This is an optimization exercise on Yosys and OpenROAD, whose aim is small area and a short achievable clock period, not a production implementation.
Function was checked by simulation only, so behaviour that the tests miss may differ from the original.
Power and IR drop assume default switching activity.

File: config.mk
export PLATFORM = sky130hd
export DESIGN_NAME = bus_target_mem
export DESIGN_NICKNAME = bus_target_mem
export VERILOG_FILES = /design/flow/design.v
export SDC_FILE = /design/flow/constraint.sdc
export NUM_CORES = 4
export LEC_CHECK = 0
export CAP_MARGIN = 20
export CORE_MARGIN = 2
export CORE_UTILIZATION = 60
export CTS_CLUSTER_DIAMETER = 100
export CTS_CLUSTER_SIZE = 30
export SETUP_SLACK_MARGIN = 3.6
export SLEW_MARGIN = 20
export SYNTH_HIERARCHICAL = 1
export SYNTH_MINIMUM_KEEP_SIZE = 0
File: constraint.sdc
create_clock -name core_clock -period 6.3 [get_ports {clk}]
set_input_delay 1.2600 -clock core_clock [delete_from_list [all_inputs] [get_ports {clk}]]
set_output_delay 1.2600 -clock core_clock [all_outputs]
set_load 0.01 [all_outputs]
File: design.v
module bus_target_mem #(
   parameter int AW        = 8,
   parameter int DW        = 8,
   parameter int WAIT_CYC  = 2,
   parameter int BURST_LEN = 4
) (
   input  logic          clk,
   input  logic          rst_n,
   input  logic          req,
   input  logic          start,
   input  logic [1:0]    mode,
   input  logic [AW-1:0] addr,
   input  logic [DW-1:0] data_in,
   output logic          gnt,
   output logic          rdy,
   output logic [DW-1:0] data_out,
   output logic          data_oe
   ,output logic         err
);
   localparam int NW = 1 << AW;      
   localparam int NQ = 4;            
   localparam int QW = NW / NQ;      
   logic          st_g, st_w1, st_w2, st_r;
   logic [15:0]   plo, phi;      
   logic [1:0]    mode_lat;
   logic [DW-1:0] data_lat;
   logic [1:0]    bcnt;          
   logic          wrapped;       
   logic          wrap_s1;       
   logic [NQ-1:0][DW-1:0] rd_s1;    
   logic          rdy_q, oe_q, err_q;
   logic [DW-1:0] dout_q;
   logic [DW-1:0] mem [NW];
   logic          is_brd, last_beat, st_idle, beat_nx, rd_nx, step;
   logic [15:0]   dlo, dhi;
   assign is_brd    = (mode_lat == 2'b10);
   assign last_beat = !is_brd || (bcnt == 2'd3);
   assign st_idle   = !(st_g || st_w1 || st_w2 || st_r);
   assign beat_nx   = st_w2 || (st_r && !last_beat);
   assign rd_nx     = beat_nx && !mode_lat[0];
   assign step      = is_brd && (st_w1 || st_w2 || st_r);
   always_comb begin
      for (int j = 0; j < 16; j++) begin
         dlo[j] = (addr[3:0] == 4'(j));
         dhi[j] = (addr[7:4] == 4'(j));
      end
   end
   always_ff @(posedge clk or negedge rst_n) begin
      if (!rst_n) begin
         st_g   <= 1'b0;
         st_w1  <= 1'b0;
         st_w2  <= 1'b0;
         st_r   <= 1'b0;
         rdy_q  <= 1'b0;
         oe_q   <= 1'b0;
         err_q  <= 1'b0;
         dout_q <= '0;
      end else begin
         st_g   <= req && (st_idle || (st_g && !start) || (st_r && last_beat));
         st_w1  <= st_g && start;
         st_w2  <= st_w1;
         st_r   <= beat_nx;
         rdy_q  <= beat_nx;
         oe_q   <= rd_nx;
         err_q  <= beat_nx && (mode_lat == 2'b11 || (is_brd && wrap_s1));
         dout_q <= rd_nx ? rdata : '0;
      end
   end
   always_ff @(posedge clk) begin
      if (st_g) begin
         plo      <= dlo;
         phi      <= dhi;
         data_lat <= data_in;
      end else if (step) begin
         plo      <= {plo[14:0], plo[15]};
         if (plo[15]) phi <= {phi[14:0], phi[15]};
      end
   end
   always_ff @(posedge clk or negedge rst_n) begin
      if (!rst_n) begin
         mode_lat <= 2'b00;
         bcnt     <= 2'd0;
         wrapped  <= 1'b0;
      end else if (st_g) begin
         mode_lat <= mode;
         bcnt     <= 2'd0;
         wrapped  <= 1'b0;
      end else begin
         if (st_r && !last_beat) bcnt <= bcnt + 2'd1;
         if (step && plo[15] && phi[15]) wrapped <= 1'b1;
      end
   end
   logic [15:0]   plo_n, phi_n, phiw, phiw_n;
   logic [NW-1:0] sel, we, we_n;
   logic          wr_now;
   assign wr_now = st_r && (mode_lat == 2'b01);
   assign plo_n  = ~plo;
   assign phi_n  = ~phi;
   assign phiw   = phi & {16{wr_now}};
   assign phiw_n = ~phiw;
   for (genvar i = 0; i < NW; i++) begin : g_row
      btm_nor2  u_sel (.a(plo_n[i%16]), .b(phi_n[i/16]),  .y(sel[i]));
      btm_nor2  u_we  (.a(plo_n[i%16]), .b(phiw_n[i/16]), .y(we[i]));
      btm_nand2 u_wen (.a(plo[i%16]),   .b(phiw[i/16]),   .y(we_n[i]));
   end
   for (genvar i = 0; i < NW; i++) begin : g_word
      logic [DW-1:0] nx;
      for (genvar b = 0; b < DW; b++) begin : g_bit
         btm_ao22 u_hold (.a1(we[i]), .a2(data_lat[b]), .b1(we_n[i]), .b2(mem[i][b]), .y(nx[b]));
      end
      always_ff @(posedge clk) mem[i] <= nx;
   end
   localparam int NG = (QW + 2) / 3;
   logic [NQ-1:0][DW-1:0] q_or;
   for (genvar q = 0; q < NQ; q++) begin : g_q
      for (genvar b = 0; b < DW; b++) begin : g_rbit
         logic [NG-1:0] l1_n;            
         for (genvar g = 0; g < NG; g++) begin : g_aoi
            localparam int I0 = q*QW + 3*g;
            localparam int I1 = (3*g+1 < QW) ? I0 + 1 : I0;
            localparam int I2 = (3*g+2 < QW) ? I0 + 2 : I0;
            btm_aoi222 u_aoi (
               .a1(sel[I0]), .a2(mem[I0][b]),
               .b1(sel[I1]), .b2(mem[I1][b]),
               .c1(sel[I2]), .c2(mem[I2][b]),
               .y(l1_n[g]));
         end
         btm_or_tree #(.N(NG)) u_or (.in_n(l1_n), .y(q_or[q][b]));
      end
   end
   always_ff @(posedge clk) begin
      rd_s1   <= q_or;
      wrap_s1 <= wrapped;
   end
   logic [DW-1:0] rdata;
   always_comb begin
      rdata = '0;
      for (int q = 0; q < NQ; q++) rdata = rdata | rd_s1[q];
   end
   assign gnt      = st_g;
   assign rdy      = rdy_q;
   assign data_oe  = oe_q;
   assign data_out = dout_q;
   assign err      = err_q;
endmodule
module btm_nor2 (input logic a, input logic b, output logic y);
   assign y = !(a || b);
endmodule
module btm_nand2 (input logic a, input logic b, output logic y);
   assign y = !(a && b);
endmodule
module btm_ao22 (input logic a1, a2, b1, b2, output logic y);
   assign y = (a1 && a2) || (b1 && b2);
endmodule
module btm_aoi222 (
   input  logic a1, a2, b1, b2, c1, c2,
   output logic y
);
   assign y = !((a1 && a2) || (b1 && b2) || (c1 && c2));
endmodule
module btm_nand #(parameter int N = 2) (input logic [N-1:0] a, output logic y);
   assign y = !(&a);
endmodule
module btm_nor #(parameter int N = 2) (input logic [N-1:0] a, output logic y);
   assign y = !(|a);
endmodule
module btm_or_tree #(parameter int N = 22) (
   input  logic [N-1:0] in_n,
   output logic         y
);
   if (N == 1) begin : g_leaf
      assign y = !in_n[0];
   end else if (N <= 4) begin : g_last
      btm_nand #(.N(N)) u (.a(in_n), .y(y));
   end else begin : g_node
      localparam int M  = (N + 3) / 4;
      localparam int MB = N / M, MX = N % M;
      logic [M-1:0] mid;                 
      for (genvar k = 0; k < M; k++) begin : g_nand
         localparam int S = k*MB + ((k < MX) ? k : MX);
         localparam int W = MB + ((k < MX) ? 1 : 0);
         btm_nand #(.N(W)) u (.a(in_n[S +: W]), .y(mid[k]));
      end
      if (M == 1) begin : g_top
         assign y = mid[0];
      end else begin : g_up
         localparam int Q  = (M + 3) / 4;
         localparam int QB = M / Q, QX = M % Q;
         logic [Q-1:0] lo_n;             
         for (genvar k = 0; k < Q; k++) begin : g_nor
            localparam int S = k*QB + ((k < QX) ? k : QX);
            localparam int W = QB + ((k < QX) ? 1 : 0);
            btm_nor #(.N(W)) u (.a(mid[S +: W]), .y(lo_n[k]));
         end
         btm_or_tree #(.N(Q)) u_next (.in_n(lo_n), .y(y));
      end
   end
endmodule
File: run.sh
#!/bin/bash
# synth_recipe.tcl (not shown) runs the flow's synth.tcl, then flattens the netlist and writes it again
# the make line also repeats each setting of config.mk as NAME=value (left out here)
make -C /OpenROAD-flow-scripts/flow DESIGN_CONFIG=/design/flow/config.mk WORK_HOME=/design/flow/orfs CLKGATE_MAP_FILE= SYNTH_SCRIPT=/design/flow/synth_recipe.tcl finish
==> results of run 1 <==
## power groups by stage
| stage | sequential (uW) | clock [uW] | combinational, uW |
|---|---|---|---|
| floorplan | 22400 | 0 | 9290 |
| global placement | 23100 | 0 | 14900 |
| detailed placement | 23000 | 0 | 15300 |
| CTS | 22900 | 6610 | 15900 |
| global route | 23600 | 7080 | 17400 |
| finish | 23100 | 6570 | 16800 |
## stage by stage
stage          setup slack (ns)  total power [uW]  hold slack, ns
3_3_place_gp               2.71             38000           0.362
3_5_place_dp               2.69             38300           0.367
4_1_cts                    3.39             45400           0.395
6_report                   3.45             46500           0.398
5_1_grt                    3.44             48100           0.401
2_1_floorplan              1.63             31600           0.348
## modules after synthesis (local to each module, per instance), excerpt
module          flops+latches  cells
bus_target_mem           2140   2331
btm_ao22                    0      1
btm_nand2                   0      1
btm_nor2                    0      1
btm_aoi222                  0      1
## flip-flops by register name, indices dropped and copies added, names as in the netlist, 2 cells and up
signal / flops
data_lat: 8
bcnt: 2
dout_q: 8
rd_s1: 32
mode_lat: 2
phi: 16
mem: 2048
plo: 16
## Yosys cell counts (all sizes together), types with 2 or more instances
master and number:
dfrtp 19, mux2 3, dfxtp 2081, a222oi 704, and3b 2, nor2b 9, nand2 304, nand3 82
buf 3, nor2 527, nor4 8, a22o 2048, inv 49, mux2i 3, nand4 142, clkbuf 7
o21ai 31, edfxtp 40, nor3 64
## worst min path at each step
stage	start	end	slack [ns]	cells past startpoint
6_report	wrapped	wrap_s1	0.40	0
5_1_grt	wrapped	wrap_s1	0.40	0
4_1_cts	wrapped	wrap_s1	0.40	0
3_5_place_dp	wrapped	wrap_s1	0.37	0
3_3_place_gp	wrapped	wrap_s1	0.36	0
2_1_floorplan	wrapped	wrap_s1	0.35	0
## repair_timing
| action | CTS | global route |
|---|---|---|
| cloned | 5 | 3 |
| pin swaps | 24 | 39 |
| setup buffers | 9 | 18 |
| resized for setup | 146 | 52 |
| setup endpoints to repair | 2023 | 188 |
## metal layers
layer / track usage (%) / routed length, um / up-vias
met3: 8.98 / 33900 / 618
met1: 56.3 / 106000 / 30300
li1: - / - / 26600
met2: 55.3 / 107000 / 4375
met5: 0 / 0 / -
met4: 15.7 / 11100 / 0
## worst max-delay path, cell delays in order (launching register included)
cell       delay, ns
edfxtp_1        0.44
buf_12          0.25
clkinv_16       0.16
buf_16          0.18
nor2_1          0.14
a222oi_1        0.67
nand4_1         0.36
nor3_4          0.39
nand2_1         0.12
## cells in the final DEF (no fill, tap or decap), drive strengths merged, types with 18 or more instances in the layout
master	Yosys	final
clkbuf	7	102
clkinvlp	0	28
inv	49	18
nand4	142	142
nor2	527	527
a222oi	704	704
nand2	304	304
dfrtp	19	19
o21ai	31	31
nand3	82	82
edfxtp	40	40
dfxtp	2081	2081
buf	3	105
clkdlybuf4s50	0	21
nor3	64	64
a22o	2048	2048
## layout make-up
type                    count  area, um2
flip-flops and latches   2140      43300
fillers                  9540      41700
multi-input cells        3940      30600
clock buffers              98       2180
well taps                1625       2030
repair buffers            144       1710
inverters                  49        504
clock inverters             3       37.5
diodes                     15       37.5
repair inverters            2       17.5
## cell families after synthesis
logic type,synth area share (%)
DFF,58.5
muxes,0.0861
AOI/OAI and AO/OA,34.0
adders and majority gates,0.0169
and+or+nand+nor,7.05
buffers and inverters,0.304
xor gates and xnor gates,0.0118
==> results.py, run 1 <==
metrics = {
    "status": {
        "outcome": "timing/DRC/antenna clean",
    },
    "detailed_routing": {
        "drt_iter0_drc": 11900,
        "routed_via_density": 7.72,
        "ant_nets": 0,
        "post_drt_wl_per_cell_um": 32.2,
        "firstDrtPassIters": 13,
        "drt-total-wl_um": 258000,
        "drc": 0,
        "vias": 61900,
    },
    "floorplanning": {
        "io_pins": 34,
        "core-area_um2": 122000,
        "die_h_um": 355,
        "die_w_um": 355,
        "fp.dieArea_um2": 126000,
        "placementRows": 128,
        "start_util_pct": 60.6,
    },
    "logic_synthesis": {
        "synth_top_area_share_pct": 56.2,
        "synthFlopType": "dfxtp_1",
        "async_flop_share_pct": 0.888,
        "yosys_warnings": 9,
        "synthCells": 6139,
        "synth.cell_area_um2": 74100,
        "avgSynthCellArea_um2": 12.1,
        "syn-num-nets": 6162,
        "synth_top_cell_by_area": "dfxtp_1",
        "yosys_register_bits": 2140,
        "synth_edf_count": 40,
        "yosysSeqAreaShare_pct": 58.5,
        "netlist-cell-type-count": 32,
        "synthTopCellsByArea": "dfxtp_1 56%, a22o_1 24%, a222oi_1 9.5%",
    },
    "place": {
        "dp.cells": 7865,
        "place_congestion": 0.978,
        "hpwl_um": 154000,
        "port_buffers": 33,
        "placed_area_um2": 77100,
    },
    "clock_network": {
        "clk_pin_slew_ns": 0.12,
        "htreeDepth": 3,
        "numCtsBuffers": 81,
        "tritoncts": "yes",
        "clockBufferDepth": 3,
        "cts-root-buf": "clkbuf_16",
        "ctsHoldBuffers": 0,
        "clock_latency_ns": 0.74,
        "clock_sinks": 2140,
    },
    "cells_and_area": {
        "final_cells": 8016,
        "drive_above_1_share_pct": 5.18,
        "syn2layout_area_growth_pct": 8.68,
        "post-route-cell-area_um2": 80500,
        "nets": 6381,
        "fin_util_pct": 65.9,
    },
    "power_and_ir_drop": {
        "clkPwrFrac_pct": 14.1,
        "p_sw_share_pct": 38.8,
        "power.density_nw_per_um2": 578,
        "power.internal_uw": 28500,
        "peakVddDrop_mv": 0.552,
        "combPwrFrac_pct": 36.2,
        "p_seq_share_pct": 49.7,
        "p_leak_uw": 0.0316,
        "switchingPower_uw": 18000,
    },
    "worst_setup_path": {
        "timing.rr.start": "plo[8]",
        "crit_fanout": 17,
        "crit_arrival_ns": 3.47,
        "timing.critical_path.to": "rd_s1[16]",
        "crit_required_ns": 6.92,
        "worstSetupEndpointType": "register",
        "cp-start-kind": "register",
        "regToRegSetupSlack_ns": 3.45,
        "crit_start": "plo[8]",
        "critPathKind": "register to register",
        "rr_worst_depth": 8,
        "reg2reg_to": "rd_s1[16]",
    },
    "sta": {
        "tightest_slew_ns": 1.22,
        "setup_viol": 0,
        "slew_headroom_pct": 18.5,
        "grt_setup_unrepaired": "yes",
        "skew_ns": 0.0300,
        "fin_crit_sh_pct": 45.3,
        "hold_viol": 0,
        "maxSlewViolCount": 0,
        "layout_min_cycle_time_ns": 2.85,
        "max_freq_ghz": 0.351,
        "setup_tns_ns": 0,
    },
    "global_routing": {
        "grtUsageTotal_pct": 38.7,
        "antenna_found_initial": 6,
        "grt_max_degree": 147,
        "grt_pass1_vias": 56300,
        "grt-ovfl-total": 0,
        "grt_pass1_wl_um": 374000,
    },
    "hold_path": {
        "hold_path_class": "register to register",
    },
    "job": {
        "drv_cap": 0,
    },
}
==> run 2: changes to the inputs <==
--- a/design.v
+++ b/design.v
@@ -110,22 +110,20 @@
       end
       always_ff @(posedge clk) mem[i] <= nx;
    end
-   localparam int NG = (QW + 2) / 3;
+   localparam int NG = QW / 8;
    logic [NQ-1:0][DW-1:0] q_or;
    for (genvar q = 0; q < NQ; q++) begin : g_q
       for (genvar b = 0; b < DW; b++) begin : g_rbit
-         logic [NG-1:0] l1_n;            
-         for (genvar g = 0; g < NG; g++) begin : g_aoi
-            localparam int I0 = q*QW + 3*g;
-            localparam int I1 = (3*g+1 < QW) ? I0 + 1 : I0;
-            localparam int I2 = (3*g+2 < QW) ? I0 + 2 : I0;
-            btm_aoi222 u_aoi (
-               .a1(sel[I0]), .a2(mem[I0][b]),
-               .b1(sel[I1]), .b2(mem[I1][b]),
-               .c1(sel[I2]), .c2(mem[I2][b]),
-               .y(l1_n[g]));
+         logic [NG-1:0] l1;              
+         for (genvar g = 0; g < NG; g++) begin : g_sel
+            localparam int I0 = q*QW + 8*g;
+            logic [7:0] wbit;
+            for (genvar k = 0; k < 8; k++) begin : g_k
+               assign wbit[k] = mem[I0+k][b];
+            end
+            btm_sel8 u_sel8 (.s(sel[I0 +: 8]), .d(wbit), .y(l1[g]));
          end
-         btm_or_tree #(.N(NG)) u_or (.in_n(l1_n), .y(q_or[q][b]));
+         btm_or8 u_or (.a(l1), .y(q_or[q][b]));
       end
    end
    always_ff @(posedge clk) begin
@@ -152,47 +150,13 @@
 module btm_ao22 (input logic a1, a2, b1, b2, output logic y);
    assign y = (a1 && a2) || (b1 && b2);
 endmodule
-module btm_aoi222 (
-   input  logic a1, a2, b1, b2, c1, c2,
-   output logic y
-);
-   assign y = !((a1 && a2) || (b1 && b2) || (c1 && c2));
+module btm_sel8 (input logic [7:0] s, input logic [7:0] d, output logic y);
+   logic [3:0] t;
+   for (genvar k = 0; k < 4; k++) begin : g_aoi
+      assign t[k] = !((s[2*k] && d[2*k]) || (s[2*k+1] && d[2*k+1]));
+   end
+   assign y = !(&t);
 endmodule
-module btm_nand #(parameter int N = 2) (input logic [N-1:0] a, output logic y);
-   assign y = !(&a);
+module btm_or8 (input logic [7:0] a, output logic y);
+   assign y = !(!(|a[3:0]) && !(|a[7:4]));
 endmodule
-module btm_nor #(parameter int N = 2) (input logic [N-1:0] a, output logic y);
-   assign y = !(|a);
-endmodule
-module btm_or_tree #(parameter int N = 22) (
-   input  logic [N-1:0] in_n,
-   output logic         y
-);
-   if (N == 1) begin : g_leaf
-      assign y = !in_n[0];
-   end else if (N <= 4) begin : g_last
-      btm_nand #(.N(N)) u (.a(in_n), .y(y));
-   end else begin : g_node
-      localparam int M  = (N + 3) / 4;
-      localparam int MB = N / M, MX = N % M;
-      logic [M-1:0] mid;                 
-      for (genvar k = 0; k < M; k++) begin : g_nand
-         localparam int S = k*MB + ((k < MX) ? k : MX);
-         localparam int W = MB + ((k < MX) ? 1 : 0);
-         btm_nand #(.N(W)) u (.a(in_n[S +: W]), .y(mid[k]));
-      end
-      if (M == 1) begin : g_top
-         assign y = mid[0];
-      end else begin : g_up
-         localparam int Q  = (M + 3) / 4;
-         localparam int QB = M / Q, QX = M % Q;
-         logic [Q-1:0] lo_n;             
-         for (genvar k = 0; k < Q; k++) begin : g_nor
-            localparam int S = k*QB + ((k < QX) ? k : QX);
-            localparam int W = QB + ((k < QX) ? 1 : 0);
-            btm_nor #(.N(W)) u (.a(mid[S +: W]), .y(lo_n[k]));
-         end
-         btm_or_tree #(.N(Q)) u_next (.in_n(lo_n), .y(y));
-      end
-   end
-endmodule
==> results.py, run 2 <==
metrics = {
    "status": {
        "outcome": "timing/DRC/antenna clean",
    },
    "power_and_ir_drop": {
        "peakVddDrop_mv": 0.356,
        "total_power_uw": 45900,
        "power.density_nw_per_um2": 566,
        "p_leak_uw": 0.0315,
    },
    "sta": {
        "slew_headroom_pct": 21.3,
        "layout_min_cycle_time_ns": 2.80,
        "timing.final.ws_setup_ns": 3.50,
        "setup_tns_ns": 0,
        "maxSlewViolCount": 0,
        "max_freq_ghz": 0.357,
        "grt_setup_unrepaired": "yes",
        "skew_ns": 0.0254,
        "tightest_slew_ns": 1.18,
        "setup_viol": 0,
        "fin_crit_sh_pct": 44.5,
        "hold_viol": 0,
    },
    "detailed_routing": {
        "firstDrtPassIters": 7,
        "ant_nets": 0,
        "drt-total-wl_um": 262000,
        "vias": 63100,
        "routed_via_density": 7.52,
        "drt_iter0_drc": 9648,
        "post_drt_wl_per_cell_um": 31.3,
        "drc": 0,
    },
    "cells_and_area": {
        "post-route-cell-area_um2": 81000,
        "n_fill_cell": 9707,
        "largest_register": "mem",
        "reg_top3": "mem: 2048 flops, rd_s1: 32 flops",
        "syn2layout_area_growth_pct": 8.07,
        "final_cell_mix": "2081 x dfxtp_1, 2048 x a22o_1, 1022 x a22oi_1, 526 x nor2_1, 302 x nand2_1",
        "largest_reg_flops": 2048,
        "fin_util_pct": 65.4,
        "final_common_cell": "dfxtp_1",
        "drive_above_1_share_pct": 3.95,
        "nets": 6746,
    },
    "logic_synthesis": {
        "synthFlopType": "dfxtp_1",
        "avgSynthCellArea_um2": 11.5,
        "yosysMostFrequentCell": "dfxtp_1",
        "synth_top_cell_by_area": "dfxtp_1",
        "yosysSeqAreaShare_pct": 57.8,
        "synthCells": 6523,
        "yosys_register_bits": 2140,
        "synthTopCellsByArea": "dfxtp_1 56%, a22o_1 24%, a22oi_1 10%",
        "async_flop_share_pct": 0.888,
        "synth_top_area_share_pct": 55.6,
        "yosys_warnings": 9,
        "synth_edf_count": 40,
        "syn-num-nets": 6546,
        "synth_commonest_cells": "2081 x dfxtp_1, 2048 x a22o_1, 1024 x a22oi_1",
        "synth.cell_area_um2": 74900,
        "netlist-cell-type-count": 31,
    },
    "clock_network": {
        "tritoncts": "yes",
        "cts-root-buf": "clkbuf_16",
        "ctsHoldBuffers": 0,
        "clk_pin_slew_ns": 0.11,
        "clock_latency_ns": 0.73,
        "clockBufferDepth": 3,
        "htreeDepth": 3,
        "numCtsBuffers": 81,
        "clock_sinks": 2140,
    },
    "global_routing": {
        "antenna_found_initial": 21,
        "grt_pass1_wl_um": 381000,
        "grtUsageTotal_pct": 39.2,
        "grt_pass1_vias": 57400,
        "grt-ovfl-total": 0,
        "grt_max_degree": 159,
    },
    "floorplanning": {
        "io_pins": 34,
        "placementRows": 129,
        "fp.dieArea_um2": 128000,
        "die_w_um": 357,
        "die_h_um": 357,
        "start_util_pct": 60.5,
        "core-area_um2": 124000,
    },
    "worst_setup_path": {
        "crit_arrival_ns": 3.41,
        "crit_required_ns": 6.91,
        "cp-start-kind": "register",
        "worstSetupEndpointType": "register",
        "critPathMostFrequentCell": "buf_12",
        "critPathSlowestCell": "nor4_2",
        "critPathKind": "register to register",
        "crit_fanout": 17,
        "crit_chain": "buf_12 -> inv_4 -> buf_16 -> buf_12 -> nor2_1 -> a22oi_1 -> nand4_1 -> nor4_2 -> nand2_1",
        "slowest_delay_ns": 0.55,
    },
    "hold_path": {
        "hold_path_class": "register to register",
    },
    "place": {
        "port_buffers": 33,
        "hpwl_um": 159000,
        "placed_area_um2": 78100,
        "place_congestion": 0.969,
        "dp_slack_ns": 2.78,
    },
    "job": {
        "drv_cap": 0,
    },
}
==> run 2: cell count changes after synthesis, sizes merged <==
cell / previous run / this run
nor4: 8 / 72
nor3: 64 / 0
nand4: 142 / 270
a22oi: 0 / 1024
a222oi: 704 / 0
nand3: 82 / 18
==> run 2: stage by stage <==
stage	cells	hold WS, ns
floorplan	6523	0.348
global placement	8266	0.364
detailed placement	8267	0.369
CTS	8361	0.395
global route	8370	0.407
finish	8383	0.391
==> run 2: repair_timing <==
action / 4_1_cts / 5_1_grt
gates resized for setup: 92 / 52
pin swaps: 0 / 9
endpoints found under the setup margin: 2072 / 937
cloned: 1 / 1
setup buffers: 0 / 6
==> run 2: modules after synthesis (local to each module, per instance) <==
module	flops+latches	times used	cell area, um2	cells
btm_ao22	0	2048	8.76	1
btm_sel8	0	256	36.3	5
btm_nand2	0	256	3.75	1
btm_nor2	0	512	3.75	1
bus_target_mem	2140	1	44300	2331
btm_or8	0	32	16.3	3
==> run 2: critical path, delay by kind of cell, from the launching register on <==
kind | cells | cell delay [ns]
DFF | 1 | 0.44
AOI/OAI and AO/OA | 1 | 0.24
and+or+nand+nor | 4 | 1.12
buffers and inverters | 4 | 0.87
==> run 2: path summary, 6_finish.rpt <==
kind / startpoint / slack, ns / cells after the start / endpoint
worst max-delay path: plo[5] / 3.50 / 9 / rd_s1[17]
worst min-delay path: st_w1 / 0.39 / 0 / st_w2
worst max register to register: plo[5] / 3.50 / 9 / rd_s1[17]
worst min register to register: st_w1 / 0.39 / 0 / st_w2
max in group asynchronous: rst_n / 5.41 / 1 / st_g
min in group asynchronous: rst_n / 0.50 / 1 / oe_q
==> run 2: kinds of logic after synthesis <==
logic type	after synthesis	synth area share, %
AOI/OAI and AO/OA	3109	34.5
and+or+nand+nor	1207	7.29
xor gates and xnor gates	1	0.0117
buffers and inverters	59	0.300
adders and majority gates	1	0.0167
muxes	6	0.0851
DFF	2140	57.8
==> run 2: cell type report <==
type                       instances  area (um2)  share of cell area, %
inverter                          49         335                  0.414
timing repair buffer             127        1400                   1.73
multi-input combinational       4324       31800                   39.2
tap                             1637        2050                   2.53
clock inverter                     2        25.0                 0.0309
sequential                      2140       43300                   53.5
antenna                           13        32.5                 0.0402
clock buffer                      91        2060                   2.55
==> run 2: power breakdown <==
| group | internal, uW | total (uW) | leakage (uW) | switching, uW |
|---|---|---|---|---|
| sequential | 19400 | 23000 | 0.0178 | 3610 |
| combinational | 6210 | 16400 | 0.0127 | 10200 |
| clock | 2370 | 6440 | 0.00102 | 4070 |
| total | 28000 | 45900 | 0.0315 | 17900 |
==> run 2: metal layers <==
layer / wire [um] / track usage (%)
met5: 178 / 0.407
met4: 11400 / 15.3
met3: 35700 / 11.4
met2: 107000 / 54.8
met1: 108000 / 56.6

re-timing with driven ports:
The flow's constraints put no driver on any port. The routed layouts listed below were extracted and timed again, unchanged, in two steps. Step 1: set_driving_cell puts a clkbuf_16 on clk and a buf_2 on each other input, an assumption about the parent block. Step 2 also shifts input and output timing later by t, the mid clock arrival at the registers, as if the neighbouring blocks saw the same clock. Slacks: ideal ports / drivers / drivers and shift; pairs: ideal ports / drivers.
run | t, ns | slack for setup (ns) | worst setup path after step 2 | worst data-port slew with drivers (ns)
run 1 | 0.810 | 3.448 / 3.448 / 3.223 | input to register | 0.09
run 2 | 0.805 | 3.498 / 3.498 / 3.306 | input to register | 0.19
After both steps every run listed still meets setup and hold. For run 1, which loses most, drivers alone change the setup slack by 0.000 ns; drivers and shift together by -0.225 ns.
